Source: an optimization exercise on an open RTL-to-GDS flow (aim: small area, a short achievable clock period and few clock cycles per item). Production flows keep margins and buffers that such runs may drop.
In this exercise RTL edits were held to simulation tests only and were not proved equivalent to the original.

## flow/design.v (module list and top-level ports; edited modules follow where they fit)
// module hammersley_point_generator: 7409 lines
module hammersley_point_generator #(
  parameter int INDEX_BITS    = 20,
  parameter int FRACTION_BITS = 32
) (
  input  logic                             clk,
  input  logic                             rst_n,
  input  logic                             cfg_valid,
  output logic                             cfg_ready,
  input  logic [hpg_pkg::LENGTH_BITS-1:0]  cfg_sequence_length,
  input  logic                             in_valid,
  output logic                             in_ready,
  input  logic [INDEX_BITS-1:0]            in_sample_index,
  output logic                             out_valid,
  input  logic                             out_ready,
  output logic [hpg_pkg::COORD_BITS-1:0]   out_regular_coord,
  output logic [hpg_pkg::COORD_BITS-1:0]   out_radix2_coord,
  output logic [hpg_pkg::COORD_BITS-1:0]   out_radix3_coord,
  output logic [hpg_pkg::COORD_BITS-1:0]   out_radix5_coord,
  output logic                             out_index_out_of_range
);
  // ...
==> flow/run.sh <==
#!/bin/bash
# synth_recipe.tcl (not shown) runs the flow's synth.tcl, then flattens the netlist and writes it again
# the make line also repeats each setting of config.mk as NAME=value (left out here)
make -C /OpenROAD-flow-scripts/flow DESIGN_CONFIG=/design/flow/config.mk WORK_HOME=/design/flow/orfs CLKGATE_MAP_FILE= SYNTH_SCRIPT=/design/flow/synth_recipe.tcl finish
==> flow/config.mk <==
export PLATFORM = sky130hd
export DESIGN_NAME = hammersley_point_generator
export DESIGN_NICKNAME = hammersley_point_generator
export VERILOG_FILES = /design/flow/design.v
export SDC_FILE = /design/flow/constraint.sdc
export NUM_CORES = 4
export LEC_CHECK = 0
export ABC_CLOCK_PERIOD_IN_PS = 2000
export CAP_MARGIN = 20
export CORE_MARGIN = 2
export CORE_UTILIZATION = 55
export SETUP_SLACK_MARGIN = 4.9
export SLEW_MARGIN = 20
==> flow/constraint.sdc <==
create_clock -name core_clock -period 8.0 [get_ports {clk}]
set_input_delay 1.6000 -clock core_clock [delete_from_list [all_inputs] [get_ports {clk}]]
set_output_delay 1.6000 -clock core_clock [all_outputs]
set_load 0.01 [all_outputs]
==> impl_metrics.yaml, run 1 <==
finish:
  drive_gt1_frac: 0.164
  multi_input_gates: 7318
  final_area_um2: 132000
  largest_cell_class: "multi-input combinational cells"
  syn_to_final_growth_pct: 14.2
  largest_reg_flops: 35
global_route:
  met3_usage: 0.0471
  grt_overflow: 0
  antenna_found_initial: 7
clock_network:
  cts.htree.levels: 4
  cts_buffers: 214
timing:
  skew_ns: 0.0725
  rsz0062_at_grt: "yes"
  worstMarginPinSlew_ns: 1.08
synth:
  synthSimpleGateAreaFrac: 0.101
  synth_top_area_frac: 0.295
  ys_types: 114
  synth-compound-area-share: 0.147
die:
  die_w_um: 462
  taps: 2805
critical_path:
  max_stage_delay_ns: 0.48
route:
  drtAntennaViolNets: 0
run_status:
  status: "no timing/DRC/antenna violations"
Testbench counts, summed over its fixed seeds: cycles 2,248, items 2,048.
==> run 2: changes to the inputs <==
--- a/flow/config.mk
+++ b/flow/config.mk
@@ -5,9 +5,9 @@
 export SDC_FILE = /design/flow/constraint.sdc
 export NUM_CORES = 4
 export LEC_CHECK = 0
-export ABC_CLOCK_PERIOD_IN_PS = 2000
+export ABC_CLOCK_PERIOD_IN_PS = 2500
 export CAP_MARGIN = 20
 export CORE_MARGIN = 2
-export CORE_UTILIZATION = 55
-export SETUP_SLACK_MARGIN = 4.9
+export CORE_UTILIZATION = 60
+export SETUP_SLACK_MARGIN = 4.7
 export SLEW_MARGIN = 20
==> run 2 against run 1 <==
Compared with the run above: still clean on timing, DRC and antenna; hold slack better by 0.027 ns; design area down 2.4%; count of clock-buffer cells in the layout up 13; cell count down 3.2%; die area down 8.3%; routed wire length down 3.4%; via count down 0.74%; clock skew down 0.023 ns; global-route usage up 1.6 points; synthesized cell count unchanged; critical endpoint is now rem_r[8]$_DFF_P_.
==> impl_metrics.yaml, run 2 <==
finish:
  final_cell_mix: "dfxtp_1, inv_1, fa_1"
  largest-register: "r3_r"
  fin_cells: 14000
  largest_reg_flops: 35
  drive_gt1_frac: 0.122
  nNetsFinal: 12600
  syn_to_final_growth_pct: 11.5
  final_area_um2: 129000
  final_common_cell: "dfxtp_1"
min_path:
  min_path_type: "reg -> reg"
timing:
  skew_ns: 0.0491
  finalSetupTns_ns: 0
  rsz0062_at_grt: "yes"
  relSlewSlack: 0.203
  finalSetupViolCount: 0
  hold_ws_ns: 0.315
  worstMarginPinSlew_ns: 1.19
  slew_violations: 0
  fin_crit_sh: 0.417
  layout_min_cycle_time_ns: 3.34
  fmax_mhz: 300
  hold_viol: 0
die:
  rows: 160
  core_um2: 191000
  die_h_um: 442
  start_util: 0.605
  die_w_um: 442
  ios: 178
  dieArea_um2: 196000
clock_network:
  tritoncts: "yes"
  cts-root-buf: "clkbuf_16"
  max-clock-path-buffers: 3
  cts.htree.levels: 4
  cts.sinks: 2082
  cts_buffers: 208
  clk_latency_ns: 0.90
  clkTransAtPathRegs_ns: 0.07
critical_path:
  max_stage_delay_ns: 0.48
  crit_arrival_ns: 4.08
  path_common_cell: "a21o_1"
  cp.required_ns: 8.75
  path_delay_family: "compound AO/OA/AOI/OAI gates"
  path_cells: "inv_2 > ha_4 > a21o_1 > a21o_1 > a2111o_1 > a41oi_2 > a21oi_4 > a211o_1 > o21a_4 > buf_12 > nand2_1 > nor2_1 > a221o_1"
  crit_type: "reg -> reg"
  crit_fanout: 5
  crit_path_top_delay_cell: "a2111o_1"
  cp-end-kind: "register"
  startpoint_type: "register"
  path_buf_inv: 2
route:
  drc: 0
  drt_iter0_markers: 7665
  via_per_inst: 5.91
  drtAntennaViolNets: 0
  wire_per_inst_um: 20.6
  dr_total_vias: 82600
  wl_um: 288000
  dr.pass1.iters: 12
placement:
  dpl.cell_count: 13400
  hpwl_um: 200000
  gp_congestion: 0.903
  io_buffers: 165
  post_dp_cell_area_um2: 118000
global_route:
  grt_util_all_layers: 0.288
  antenna_found_initial: 2
  grt_max_degree: 94
  grt_pass1_wl_um: 453000
  grt_pass1_vias: 81600
  grt_overflow: 0
synth:
  ys_types: 114
  yosys-top-cells-area: "dfxtp_1, fa_1, edfxtp_1"
  yosys_warnings: 1
  async_flop_share: 0
  avgSynthCellArea_um2: 10.2
  synth_top_cells_by_count: "dfxtp_1, inv_1, fa_1"
  yosys_register_bits: 2082
  synth_top_cell_by_area: "dfxtp_1"
  synth_edf_count: 385
  postSynthCellCount: 11300
  synthesis.area_um2: 115000
  synth_top_area_frac: 0.295
  synth_most_common_cell: "dfxtp_1"
  seq_area_frac_synth: 0.395
  synthFlopType: "dfxtp_1"
run_status:
  status: "no timing/DRC/antenna violations"
job:
  drv_cap: 0
run 2: cell counts after synthesis:
No cell type changed its count.
run 2: layout make-up:
type	instances	area, µm²
inverters	1272	4810
diodes	4	10.0
well taps	2511	3140
repair buffers	409	3690
flip-flops and latches	2082	45700
multi-input cells	7311	63900
clock inverters	105	1420
fillers	14600	62000
clock buffers	286	5920
run 2: layer usage:
metal  vias to the layer above  GRT usage  wire length, µm
met5                         -          0               46
met1                     40200      0.398           125000
li1                      38600          -                -
met3                       716     0.0488            20700
met4                         2     0.0963            10100
met2                      3085      0.461           132000
run 2: final timing paths:
path	from	end	slack, ns	cells after the start
setup / recovery	dn3_r[2]$_SDFFCE_PP0N_	rem_r[8]$_DFF_P_	4.66	13
hold / removal	p155_7$_DFF_P_	p155_8$_DFF_P_	0.32	0
setup reg to reg	dn3_r[2]$_SDFFCE_PP0N_	rem_r[8]$_DFF_P_	4.66	13
hold reg to reg	p155_7$_DFF_P_	p155_8$_DFF_P_	0.32	0
run 2: timing repair:
| action | in CTS | in global routing |
|---|---|---|
| resized for setup | 275 | 274 |
| gates cloned | 11 | 3 |
| pin swaps | 21 | 70 |
| hold buffers | 0 | 0 |
| setup buffers | 70 | 87 |
| endpoints found under the setup margin | 457 | 278 |
run 2: kinds of logic (layout without fill, tap and decap cells):
kind of cell               after synthesis  in the layout  share of synthesized area
and+or+nand+nor                       2460           2468                      0.101
xor gates and xnor gates               350            350                     0.0266
muxes                                  675            675                     0.0646
DFF                                   2082           2082                      0.395
buffers and inverters                 1937           2072                     0.0639
AOI/OAI and AO/OA                     2516           2517                      0.147
other                                    2             16                  0.0000651
adders and majority gates             1289           1289                      0.202
run 2: through the flow:
step,util,setup WS (ns)
2_1_floorplan,-,4.14
4_1_cts,0.665,4.53
6_report,0.675,4.66
3_3_place_gp,0.621,3.42
3_5_place_dp,0.621,3.40
5_1_grt,0.675,4.60

## afterwards: timing with drivers on the ports
No port has a modelled driver above. Below, the same layouts with a new extraction and two added sets of constraints. Step 1 sets driving cells, clkbuf_16 on the clock port and buf_2 on the other inputs (assumed; they add their load-dependent delay and slew). Step 2 adds t to the input delays and takes it off the output delays; t is the mean of the earliest and latest rising clock arrival at the registers after step 1. Input paths then give back, and output paths get back, about the clock's delay inside the block. Three values: no drivers, after step 1, after step 2; two values: the first two.
run | shift t [ns] | setup WS [ns] | worst setup path after step 2 | latest minus earliest clock arrival (ns) | worst register clock-pin slew, ns
run 1 | 0.941 | 4.773 / 4.757 / 4.096 | input to register | 0.080 / 0.080 | 0.07 / 0.07
run 2 | 0.963 | 4.664 / 4.664 / 3.847 | input to register | 0.057 / 0.057 | 0.07 / 0.07
After both steps setup and hold are still met in every run listed. The setup slack of run 2, which loses most, moves by 0.000 ns with the drivers and by -0.817 ns with both steps.
